What follows belongs to an exercise in optimizing a design on an open flow for small area, a short achievable clock period and few clock cycles; a production flow would make more cautious choices.
Function was not checked in any run shown here: the RTL went through the layout flow alone.
Power and IR drop assume default switching activity.

--- config.mk ---
export PLATFORM = sky130hd
export DESIGN_NAME = flexka
export DESIGN_NICKNAME = flexka
export VERILOG_FILES = /design/flow/design.v
export SDC_FILE = /design/flow/constraint.sdc
export NUM_CORES = 4
export LEC_CHECK = 0
export CAP_MARGIN = 20
export CORE_MARGIN = 2
export CORE_UTILIZATION = 40
export SLEW_MARGIN = 20
--- constraint.sdc ---
create_clock -name core_clock -period 8.0 [get_ports {clk}]
set_input_delay 1.6000 -clock core_clock [delete_from_list [all_inputs] [get_ports {clk}]]
set_output_delay 1.6000 -clock core_clock [all_outputs]
set_load 0.01 [all_outputs]
--- design.v ---
package flexka_pkg;
  typedef logic [16-1:0] word_t;
  typedef logic [$clog2(8):0] in_addr_t;
  typedef logic [$clog2(16)-1:0] out_addr_t;
  typedef logic [31:0] cycle_t;
  typedef enum logic [2:0] {
    NONE    = 3'd0,
    SIZE_A  = 3'd1,
    SIZE_B  = 3'd2,
    DATA_A  = 3'd3,
    DATA_B  = 3'd4,
    OUTADDR = 3'd5,
    START   = 3'd6
  } command_e;
  typedef enum logic [1:0] {
    IDLE, CLEAR, MULTIPLY, FLUSH
  } state_e;
endpackage
`timescale 1ns/100ps
module flexka (
  input  logic        clk,
  input  logic        rstn,
  input  logic        cmd_valid,
  input  logic [2:0]  cmd,
  input  logic [15:0] cmd_data,
  output logic [1:0]  flexka_state,
  output logic [15:0] out_data,
  output logic [31:0] elapsed_cycles
);
  localparam logic [2:0] C_SIZE_A = 3'd1, C_SIZE_B = 3'd2, C_DATA_A = 3'd3,
                         C_DATA_B = 3'd4, C_OUTADDR = 3'd5, C_START = 3'd6;
  logic [15:0] mem_a [8];
  logic [15:0] mem_b [8];
  logic [2:0]  ptr_a, ptr_b;
  logic [3:0]  size_a, size_b;
  logic        busy;
  logic        act;
  logic [2:0]  ci, cj, ci0, cj0;
  logic [15:0] opa, opb;
  logic        f_v, f_ce, f_last;
  logic [23:0] p_lo, p_hi;
  logic [35:0] acc;
  logic [3:0]  wk;
  logic [15:0] mem_p [15];
  logic [6:0]  cnt;
  logic [3:0]  ra0, ra1;
  logic [15:0] out_q;
  logic start;
  assign start = cmd_valid && cmd == C_START && !busy;
  always_ff @(posedge clk) begin
    if (!rstn) begin
      ptr_a <= '0;
      ptr_b <= '0;
    end else if (cmd_valid) begin
      case (cmd)
        C_SIZE_A: ptr_a <= '0;
        C_SIZE_B: ptr_b <= '0;
        C_DATA_A: ptr_a <= ptr_a + 3'd1;
        C_DATA_B: ptr_b <= ptr_b + 3'd1;
        default: ;
      endcase
    end
  end
  always_ff @(posedge clk) begin
    if (cmd_valid && cmd == C_SIZE_A) size_a <= cmd_data[3:0];
    if (cmd_valid && cmd == C_SIZE_B) size_b <= cmd_data[3:0];
    for (int k = 0; k < 8; k++) begin
      if (cmd_valid && cmd == C_DATA_A && ptr_a == 3'(k)) mem_a[k] <= cmd_data;
      if (cmd_valid && cmd == C_DATA_B && ptr_b == 3'(k)) mem_b[k] <= cmd_data;
    end
  end
  logic [2:0] na1, nb1;
  logic       ce, last;
  logic [2:0] ni, nj, ni0, nj0;
  assign na1  = size_a[2:0] - 3'd1;
  assign nb1  = size_b[2:0] - 3'd1;
  assign ce   = (ci == na1) || (cj == 3'd0);
  assign last = ce && (ci0 == na1) && (cj0 == nb1);
  always_comb begin
    ni = '0; nj = '0; ni0 = '0; nj0 = '0;
    if (act && !last) begin
      if (!ce) begin
        ni = ci + 3'd1; nj = cj - 3'd1; ni0 = ci0; nj0 = cj0;
      end else if (cj0 != nb1) begin
        ni = ci0; nj = cj0 + 3'd1; ni0 = ci0; nj0 = cj0 + 3'd1;
      end else begin
        ni = ci0 + 3'd1; nj = cj0; ni0 = ci0 + 3'd1; nj0 = cj0;
      end
    end
  end
  always_ff @(posedge clk) begin
    if (!rstn) begin
      act <= 1'b0;
      f_v <= 1'b0;
    end else begin
      if (start) act <= 1'b1;
      else if (last) act <= 1'b0;
      f_v <= act;
    end
    ci  <= ni;
    cj  <= nj;
    ci0 <= ni0;
    cj0 <= nj0;
    opa <= mem_a[ni];
    opb <= mem_b[nj];
    f_ce   <= ce;
    f_last <= last;
    p_lo <= opa * opb[7:0];
    p_hi <= opa * opb[15:8];
  end
  logic [35:0] sum;
  assign sum = acc + 36'(p_lo) + {4'b0, p_hi, 8'b0};
  always_ff @(posedge clk) begin
    if (start) begin
      acc <= '0;
      wk  <= '0;
    end else if (f_v) begin
      if (f_ce) begin
        acc <= {16'b0, sum[35:16]};
        wk  <= wk + 4'd1;
      end else begin
        acc <= sum;
      end
    end
    for (int k = 0; k < 15; k++)
      if (f_v && f_ce && wk == 4'(k)) mem_p[k] <= sum[15:0];
  end
  always_ff @(posedge clk) begin
    if (!rstn) begin
      busy <= 1'b0;
      cnt  <= '0;
    end else begin
      if (start) busy <= 1'b1;
      else if (f_v && f_last) busy <= 1'b0;
      if (start) cnt <= '0;
      else if (busy) cnt <= cnt + 7'd1;
    end
  end
  always_ff @(posedge clk) begin
    if (!rstn) begin
      ra0 <= '0;
      ra1 <= '0;
    end else begin
      if (cmd_valid && cmd == C_OUTADDR) ra0 <= cmd_data[3:0];
      ra1 <= ra0;
    end
    if (ra1 == wk) out_q <= acc[15:0];
    else if (ra1 < wk) out_q <= mem_p[ra1];
    else out_q <= '0;
  end
  assign flexka_state   = {1'b0, busy};
  assign out_data       = out_q;
  assign elapsed_cycles = {25'b0, cnt};
endmodule
--- run.sh ---
#!/bin/bash
# synth_recipe.tcl (not shown) runs the flow's synth.tcl, then flattens the netlist and writes it again
# the make line also repeats each setting of config.mk as NAME=value (left out here)
make -C /OpenROAD-flow-scripts/flow DESIGN_CONFIG=/design/flow/config.mk WORK_HOME=/design/flow/orfs CLKGATE_MAP_FILE= SYNTH_SCRIPT=/design/flow/synth_recipe.tcl finish
==> metrics.md, run 1 <==
| Metric | Value |
|---|---|
| Worst VDD drop | 353 µV |
| Non-filler cells, final | 4,132 |
| Worst hold start | ra0[1] |
| Initial core utilization | 40.3% |
| Post-CTS Setup Bufs | 0 |
| Worst-margin pin slew | approximately 1.1 ns |
| Die height | about 300 µm |
| WP buf/inv | 2 |
| Rows | 108 |
| Vias/cell | between 5 and 6 |
| Slew Limit Fails | 0 |
| Ys async rst share | 0% |
| Clk latency of the worst-skew pair | 0.65 ns |
| Initial DRC Count | roughly 2k |
| Layout cell share with drive strength beyond 1 | roughly 7% |
| Fin Setup TNS | 0 ns |
| Count of flip-flops with a built-in enable after synthesis | 502 |
| Syn Area/Cell | between 10 and 15 µm² |
| Final hold violations | 0 |
| Wire per inst | approximately 22 µm |
| Startpoint types | flip-flop |
| Cell area power density | between 300 and 400 mW/mm² |
| Die W | between 200 and 300 µm |
| CTS tree | yes |
| Die area | ~0.09 mm² |
| First-pass GRT wire length | 138,000 µm |
| Crit-path max FO | 16 |
| CTS Root Cell | clkbuf_16 |
| Crit-path most repeated cell | fa_1 |
| # Max-Cap Violations | 0 |
| Max stage delay on crit path | 0.78 ns |
| Clk sinks | roughly 680 |
| I/O Buffers | 45 |
| Worst path arrival time | roughly 6.1 ns |
| Mapped Area | 0.0350 mm² |
| Worst-path clk slew | 0.06 ns |
| Top Family by Delay on Critical Path | adder cells |
| Crit path capture type | flip-flop |
| Vias in the first global route | approximately 23k |
| Period Utilization, post-route | between 60% and 70% |
| Remaining antenna violation count | 0 |
| Yosys Warn Count | 4 |
| Synth cell types | 80 |
| Routed WL | just over 90,000 µm |
| Max Clock Skew | 0.0289 ns |
| Slew HR | between 20% and 30% |
| Critical setup path kind | flip-flop to flip-flop |
| Worst-path cell chain | and2_1 > fa_1 > fa_1 > fa_1 > inv_1 > fa_1 > inv_1 > ha_1 > o21a_1 > o21a_1 > o21a_1 > a2111oi_0 > nor3_1 > a211o_1 > a21o_1 > a21oi_1 > xnor2_1 |
| Core Box Area | between 0.08 and 0.09 mm² |
| Initial antenna violation count | 1 |
| DRT Pass-1 Iters | 8 |
| # setup viols final | 0 |
| DR DRC count | 0 |
| GR Overflow Total | 0 |
| Post-Place Cells | roughly 4k |
| Syn-to-layout area delta | 12.6% |
| Largest net degree at the start of global routing | 45 |
| Seq/Total Area, Yosys | 53.1% |
| Critical Path RT | between 8 and 9 ns |
| R2r startpoint | opa[6] |
| Antenna diodes | 0 |
| Type of the worst min-delay path | flip-flop to flip-flop |
| RSZ-0062 raised after global routing | no |
| Number of hold buffers added after cts | 0 |
| CTS resizes | 0 |
| Gpl congestion | approximately 0.86 |
| Leak pwr | around 15 nW |
| Via count | ~22k |
| Total GRT Usage | approximately 20% |
| Main synth FF type | edfxtp_1 |
| Mapped Cells | about 2.9k |
| Clk buf depth | 3 |
| Launch point of the worst path | opa[6] |
| Fmax | 182 MHz |
| IO Count | a little over 70 |
| Hpwl dp | ~61,000 µm |
| H-tree levels | 3 |
| Placed Area | approximately 0.037 mm² |
| Post-layout minimum cycle time | 5.50 ns |
| Slowest cell on the critical path | dfxtp_1 |
| Post-layout instance area | ~0.04 mm² |
| Synth Register Bits | slightly below 700 |
| Nets | ~3.3k |
| Fill count | a little under 8k |
| Num CTS Buffers | 74 |
| Status | no timing/DRC/antenna violations |
-- cell type report --
| type | instances | area [µm²] | area share [%] |
|---|---|---|---|
| timing repair buffer | 98 | 863 | 2.19 |
| inverter | 232 | 871 | 2.21 |
| clock inverter | 38 | 520 | 1.32 |
| sequential | 676 | 18600 | 47.1 |
| multi-input combinational | 1833 | 15100 | 38.5 |
| tap | 1155 | 1450 | 3.67 |
| clock buffer | 100 | 1980 | 5.03 |
-- kinds of logic (layout without fill, tap and decap cells) --
logic type / Yosys count / count (layout) / share of synthesized area (%)
fa+ha+maj: 349 / 349 / 16.5
compound gates: 530 / 530 / 10.9
buf+inv: 376 / 468 / 4.40
mux: 51 / 51 / 1.48
other cells: 1 / 26 / 0.0107
xor+xnor: 89 / 89 / 2.31
flops: 676 / 676 / 53.1
simple gates: 788 / 788 / 11.3
-- cell usage in the layout, fill, tap and decap left out, types with 9 or more instances in the layout --
cell type        instances
a31oi_1                 31
a21o_1                  28
a22oi_1                 75
bufinv_16                9
o21ai_0                 46
xnor2_1                 50
a21oi_1                 98
o21a_1                  21
a22o_1                  28
nand2b_1                10
nand3_1                 40
o2bb2ai_1               16
clkdlybuf4s50_1         45
and2_1                 231
a222oi_1                16
dfxtp_1                174
nor2b_1                 23
nor3_2                   9
xor2_1                  35
fa_1                   185
nor3_1                  21
ha_1                   164
buf_4                   49
a211oi_1                26
edfxtp_1               502
a221oi_1                52
o21bai_1                11
nand2_1                183
mux2i_1                 46
o31ai_1                 18
nor2_1                 176
clkbuf_1                23
clkinv_2                10
nand4_1                 22
conb_1                  26
clkbuf_16               74
a21boi_0                11
inv_1                  231
and3_1                  25
-- through the flow --
| stage | worst slack (ns) | power (W) | hold WS [ns] | util, % |
|---|---|---|---|---|
| after floorplan | 3.05 | 0.00845 | 0.429 | - |
| after global placement | 2.61 | 0.0102 | 0.444 | 42.4 |
| after detailed placement | 2.52 | 0.0103 | 0.453 | 42.5 |
| after CTS | 2.50 | 0.0138 | 0.447 | 45.4 |
| after global routing | 2.08 | 0.0146 | 0.472 | 45.4 |
| final | 2.50 | 0.0138 | 0.447 | 45.4 |
-- sequential cells by signal, indices dropped and copies added (netlist names), 4 cells and up --
signal and cells:
out_q 16, cnt 7, ra1 4, mem_p 240, acc 36, p_hi 24, wk 4, p_lo 24
opb 16, opa 16, mem_a 128, ra0 4, mem_b 128
-- where the power goes --
group          internal (W)  switching (W)
combinational       0.00187        0.00340
clock               0.00206        0.00144
sequential          0.00485       0.000212
-- final timing paths --
path	endpoint	slack (ns)	cells past startpoint
setup / recovery	p_lo[22]	2.50	17
hold / removal	ra1[1]	0.45	1
hold reg to reg	ra1[1]	0.45	1
setup reg to reg	p_lo[22]	2.50	17
-- synthesized netlist by cell type (all sizes together) (16+ instances only) --
| cell | instances | area share (%) |
|---|---|---|
| a22oi | 76 | 1.7 |
| a22o | 28 | 0.70 |
| a211oi | 27 | 0.62 |
| a21oi | 99 | 1.4 |
| fa | 185 | 11 |
| nand3 | 41 | 0.60 |
| xor2 | 36 | 0.90 |
| a31oi | 31 | 0.55 |
| nor2 | 183 | 2.0 |
| nor3 | 34 | 0.49 |
| o21ai | 51 | 0.74 |
| o21a | 22 | 0.48 |
| and2 | 231 | 4.1 |
| a21o | 28 | 0.60 |
| o2bb2ai | 16 | 0.40 |
| o31ai | 19 | 0.42 |
| a221oi | 52 | 1.3 |
| dfxtp | 174 | 10 |
| xnor2 | 51 | 1.3 |
| mux2i | 46 | 1.3 |
| clkbuf | 102 | 1.1 |
| nand4 | 22 | 0.39 |
| nor2b | 23 | 0.41 |
| buf | 42 | 0.82 |
| ha | 164 | 5.9 |
| inv | 231 | 2.5 |
| a222oi | 16 | 0.46 |
| and3 | 25 | 0.45 |
| nand2 | 183 | 2.0 |
| edfxtp | 502 | 43 |
-- routing by layer --
metal	track usage [%]	up-vias	wire length, µm
met5	0	-	0
met1	27.1	11300	39300
li1	-	10300	-
met3	2.76	142	5250
met2	34.1	734	43600
met4	6.33	0	2680
-- worst reg2reg max path: stages (launching register included) --
cell	delay [ns]
dfxtp_1	0.78
and2_1	0.25
fa_1	0.43
fa_1	0.52
fa_1	0.50
inv_1	0.05
fa_1	0.48
inv_1	0.05
ha_1	0.32
o21a_1	0.23
o21a_1	0.21
o21a_1	0.13
a2111oi_0	0.45
nor3_1	0.22
a211o_1	0.33
a21o_1	0.19
a21oi_1	0.16
xnor2_1	0.13
==> run 2: changes to the inputs <==
--- a/config.mk
+++ b/config.mk
@@ -6,6 +6,8 @@
 export NUM_CORES = 4
 export LEC_CHECK = 0
+export ABC_CLOCK_PERIOD_IN_PS = 2800
 export CAP_MARGIN = 20
 export CORE_MARGIN = 2
 export CORE_UTILIZATION = 40
+export SETUP_SLACK_MARGIN = 5
 export SLEW_MARGIN = 20
==> run 2 against run 1 <==
Net effect: global-route usage rose by 0.28 points; wire length rose by 7.0%; worst hold slack improved by 0.025 ns; sequential power barely moved; largest power group unchanged; register-to-register slack improved by 0.83 ns; via count rose by 6.8%; cell count rose by 4.8%; non-clock buffer count rose by 189; largest cell class unchanged; critical path depth fell by 1.
==> metrics.md, run 2 <==
| Metric | Value |
|---|---|
| Number of hold buffers added after cts | 0 (unchanged) |
| RSZ-0062 raised after global routing | yes |
| Yosys top cell area share | 43.1% (unchanged) |
| Gpl congestion | 0.869 (+0.80%) |
| Initial antenna violation count | 2 (+1) |
| Non-filler cells, final | 4,332 (+4.8%) |
| DR DRC count | 0 (unchanged) |
| Clk buf depth | 3 (unchanged) |
| Area leader, netlist | edfxtp_1 |
| Via count | 24.0k (+6.8%) |
| Count of flip-flops with a built-in enable after synthesis | 502 (unchanged) |
| Max Clock Skew | 0.0506 ns (+0.0216 ns) |
| Slew HR | 22.8% (-0.62 points) |
| Type of the worst min-delay path | flip-flop to flip-flop |
| Clk sinks | 676 (unchanged) |
| Layout cell share with drive strength beyond 1 | 25.7% (+19 points) |
| Adder-cell share of the synthesized area | 16.5% (unchanged) |
| Worst path arrival time | 5.20 ns (-0.87 ns) |
| Crit-path max FO | 5 (-11) |
| Most common cell in the synthesized netlist | edfxtp_1 |
| Final hold violations | 0 (unchanged) |
| Mux share of post-synthesis cell area | 1.48% (unchanged) |
| Worst-path clk slew | 0.06 ns (about the same) |
| Status | no timing/DRC/antenna violations |
| Slew Limit Fails | 0 (unchanged) |
| Crit path capture type | flip-flop |
| Worst-margin pin slew | 1.15 ns (+0.00629 ns) |
| DRT Pass-1 Iters | 6 (-2) |
| WP buf/inv | 2 (unchanged) |
| Worst VDD drop | 352 µV (-0.50%) |
| Mapped Area | 0.0350 mm² (unchanged) |
| Die height | 300 µm (unchanged) |
| Hpwl dp | 58,900 µm (-3.1%) |
| Top Family by Delay on Critical Path | adder cells |
| Seq/Total Area, Yosys | 53.1% (unchanged) |
| Simple-Gate Fraction of Synth Area | 11.3% (unchanged) |
| Nets | 3,487 (+6.1%) |
| Synth cell types | 80 (unchanged) |
| Vias/cell | 5.53 (+1.9%) |
| Syn Area/Cell | 12.2 µm² (unchanged) |
| Period Utilization, post-route | 58.4% (-10 points) |
| Fill count | 7,271 (-6.7%) |
| Wire per inst | 22.4 µm (+2.0%) |
| Total GRT Usage | 20.5% (+0.28 points) |
| Largest register by flop count | mem_p |
| CTS tree | yes |
| Main combinational cell family by area after synthesis | adder cells |
| Startpoint types | flip-flop |
| Remaining antenna violation count | 0 (unchanged) |
| Top post-synthesis cells by area | edfxtp_1 43%, fa_1 11%, dfxtp_1 10% |
| Mapped Cells | 2,860 (unchanged) |
| Synth Register Bits | 676 (unchanged) |
| Most instantiated cells after synthesis | 502 x edfxtp_1, 231 x and2_1, 231 x inv_1 |
| Num CTS Buffers | 75 (+1.4%) |
| Post-layout util | 50.6% (+5.2 points) |
| Slowest cell on the critical path | fa_1 |
| H-tree levels | 3 (unchanged) |
| Most common cell after layout, fill and taps aside | edfxtp_1 |
| Main synth FF type | edfxtp_1 |
| GR Overflow Total | 0 (unchanged) |
| Die W | 300 µm (unchanged) |
| Most frequent cells in the layout | 502 x edfxtp_1, 218 x inv_1, 212 x and2_1, 170 x fa_1, 167 x nand2_1 |
| Crit-path most repeated cell | fa_1 |
| CTS Root Cell | clkbuf_16 |
| Die area | 0.0898 mm² (unchanged) |
| Routed WL | 97,100 µm (+7.0%) |
| Dpl ws | 2.85 ns (+0.330 ns) |
| Vias in the first global route | 24.5k (+6.8%) |
| Initial core utilization | 40.3% (unchanged) |
| Critical Path RT | 8.53 ns (-0.04 ns) |
| Syn-to-layout area delta | 25.5% |
| Initial DRC Count | 2,228 (+12%) |
| Ys async rst share | 0% (unchanged) |
| Worst-path cell chain | and2_1 > fa_1 > fa_2 > fa_1 > inv_1 > fa_1 > inv_2 > ha_4 > or3_4 > o21a_1 > a2111oi_4 > nor3_2 > a211o_1 > a21o_1 > a21oi_2 > xnor2_1 |
| Largest net degree at the start of global routing | 46 (+2.2%) |
| First-pass GRT wire length | 143,000 µm (+3.2%) |
| Post-layout minimum cycle time | 4.67 ns (-0.834 ns) |
| Xor/xnor share of the synthesized area | 2.31% (unchanged) |
| # setup viols final | 0 (unchanged) |
| IO Count | 72 (unchanged) |
| Max stage delay on crit path | 0.57 ns (-0.21 ns) |
| Critical setup path kind | flip-flop to flip-flop |
| Cell area power density | 368 mW/mm² (+4.8%) |
| Yosys Warn Count | 4 (unchanged) |
| # Max-Cap Violations | 0 (unchanged) |
| Clk latency of the worst-skew pair | 0.64 ns (about the same) |
| Number of flip-flops in the largest register | 240 (unchanged) |
| Synth Area in Compound Gates | 10.9% (unchanged) |
| Setup WS post-layout | 3.33 ns (+0.834 ns) |
| I/O Buffers | 45 (unchanged) |
| Antenna diodes | 0 (unchanged) |
| Post-Place Cells | 3,983 (-0.23%) |
| Fmax | 214 MHz (+18%) |
| Rows | 108 (unchanged) |
| Top flop regs | mem_p (240), mem_a (128), mem_b (128) |
| Fin Setup TNS | 0 ns (unchanged) |
| Leak pwr | 16.7 nW (+11%) |
| Core Box Area | 0.0868 mm² (unchanged) |
run 2: kinds of logic (layout without fill, tap and decap cells):
kind of cell             count (synthesis)  after routing
buffers and inverters                  376            658
XOR/XNOR                                89             89
AND/OR/NAND/NOR                        788            798
AO/OA/AOI/OAI                          530            530
multiplexers                            51             51
other                                    1             26
flip-flops                             676            676
adder cells (fa/ha/maj)                349            349
run 2: final timing paths:
check	endpoint	slack (ns)	start	cells past startpoint
hold reg to reg	acc[31]	0.47	acc[31]	2
hold / removal	acc[31]	0.47	acc[31]	2
setup reg to reg	p_lo[22]	3.33	opb[7]	16
setup / recovery	p_lo[22]	3.33	opb[7]	16
run 2: per-stage QoR:
stage	total power, W	hold WS (ns)	cell area, µm²
3_3_place_gp	0.0103	0.455	37200
3_5_place_dp	0.0104	0.455	37200
6_report	0.0162	0.472	43900
4_1_cts	0.0153	0.474	42100
2_1_floorplan	0.00872	0.429	35600
5_1_grt	0.0169	0.499	43900
run 2: power breakdown:
group	total, W	switching (W)	internal (W)
registers	0.00508	0.000211	0.00486
clock network	0.00343	0.00147	0.00196
logic	0.00765	0.00440	0.00324
run 2: cell type report:
type                            count  area (µm²)  share of cell area [%]
Sequential cell                   676       18700                    42.6
Multi-Input combinational cell   1843       17600                    40.1
Timing Repair Buffer              287        2800                    6.38
Clock buffer                       97        2030                    4.63
Tap cell                         1155        1450                    3.29
Inverter                          232         880                    2.00
Clock inverter                     41         449                    1.02
Timing Repair inverter              1        5.00                  0.0114
run 2: what timing repair did:
action,in CTS,in global routing
pin swaps,106,136
cloned,5,15
resized for setup,347,226
setup endpoints to repair,668,298
buffers inserted,116,74
endpoints found under the hold margin,0,0
run 2: metal layers:
metal | share of wire (%) | up-vias | GRT usage, %
li1 | - | 10700 | -
met1 | 42 | 12300 | 26.9
met2 | 49 | 813 | 35.0
met3 | 6.1 | 166 | 2.56
met4 | 3.0 | 0 | 7.39
met5 | 0 | - | 0
run 2: worst reg2reg max path, cell delays in order (launching register included):
cell       delay, ns
dfxtp_4         0.37
and2_1          0.16
fa_1            0.57
fa_2            0.45
fa_1            0.49
inv_1           0.05
fa_1            0.49
inv_2           0.05
ha_4            0.16
or3_4           0.39
o21a_1          0.22
a2111oi_4       0.36
nor3_2          0.10
a211o_1         0.29
a21o_1          0.17
a21oi_2         0.12
xnor2_1         0.12

[afterwards: timing with drivers on the ports]
How much do the figures lean on ideal ports? The routed layouts below were timed once more, with nothing changed but the port constraints. Step 1 (the two cells are an assumption about what drives the block):
set clk [get_ports {clk}]
set_driving_cell -lib_cell sky130_fd_sc_hd__clkbuf_16 $clk
set_driving_cell -lib_cell sky130_fd_sc_hd__buf_2 [delete_from_list [all_inputs] $clk]
Step 2 times the ports against the registers' clock, not the clock port: input delays grow and output delays shrink by t, the midpoint of the rising clock arrivals with the driver on. a / b / c = no drivers / after step 1 / after step 2; a / b = the first two.
| run | t (ns) | setup slack, ns | worst hold slack (ns) | worst data-port slew with drivers (ns) |
|---|---|---|---|---|
| run 1 | 0.693 | 2.496 / 2.496 / 2.496 | 0.447 / 0.447 / 0.447 | 0.04 |
| run 2 | 0.686 | 3.330 / 3.330 / 3.330 | 0.472 / 0.472 / 0.472 | 0.05 |
After both steps every run listed still meets setup and hold.
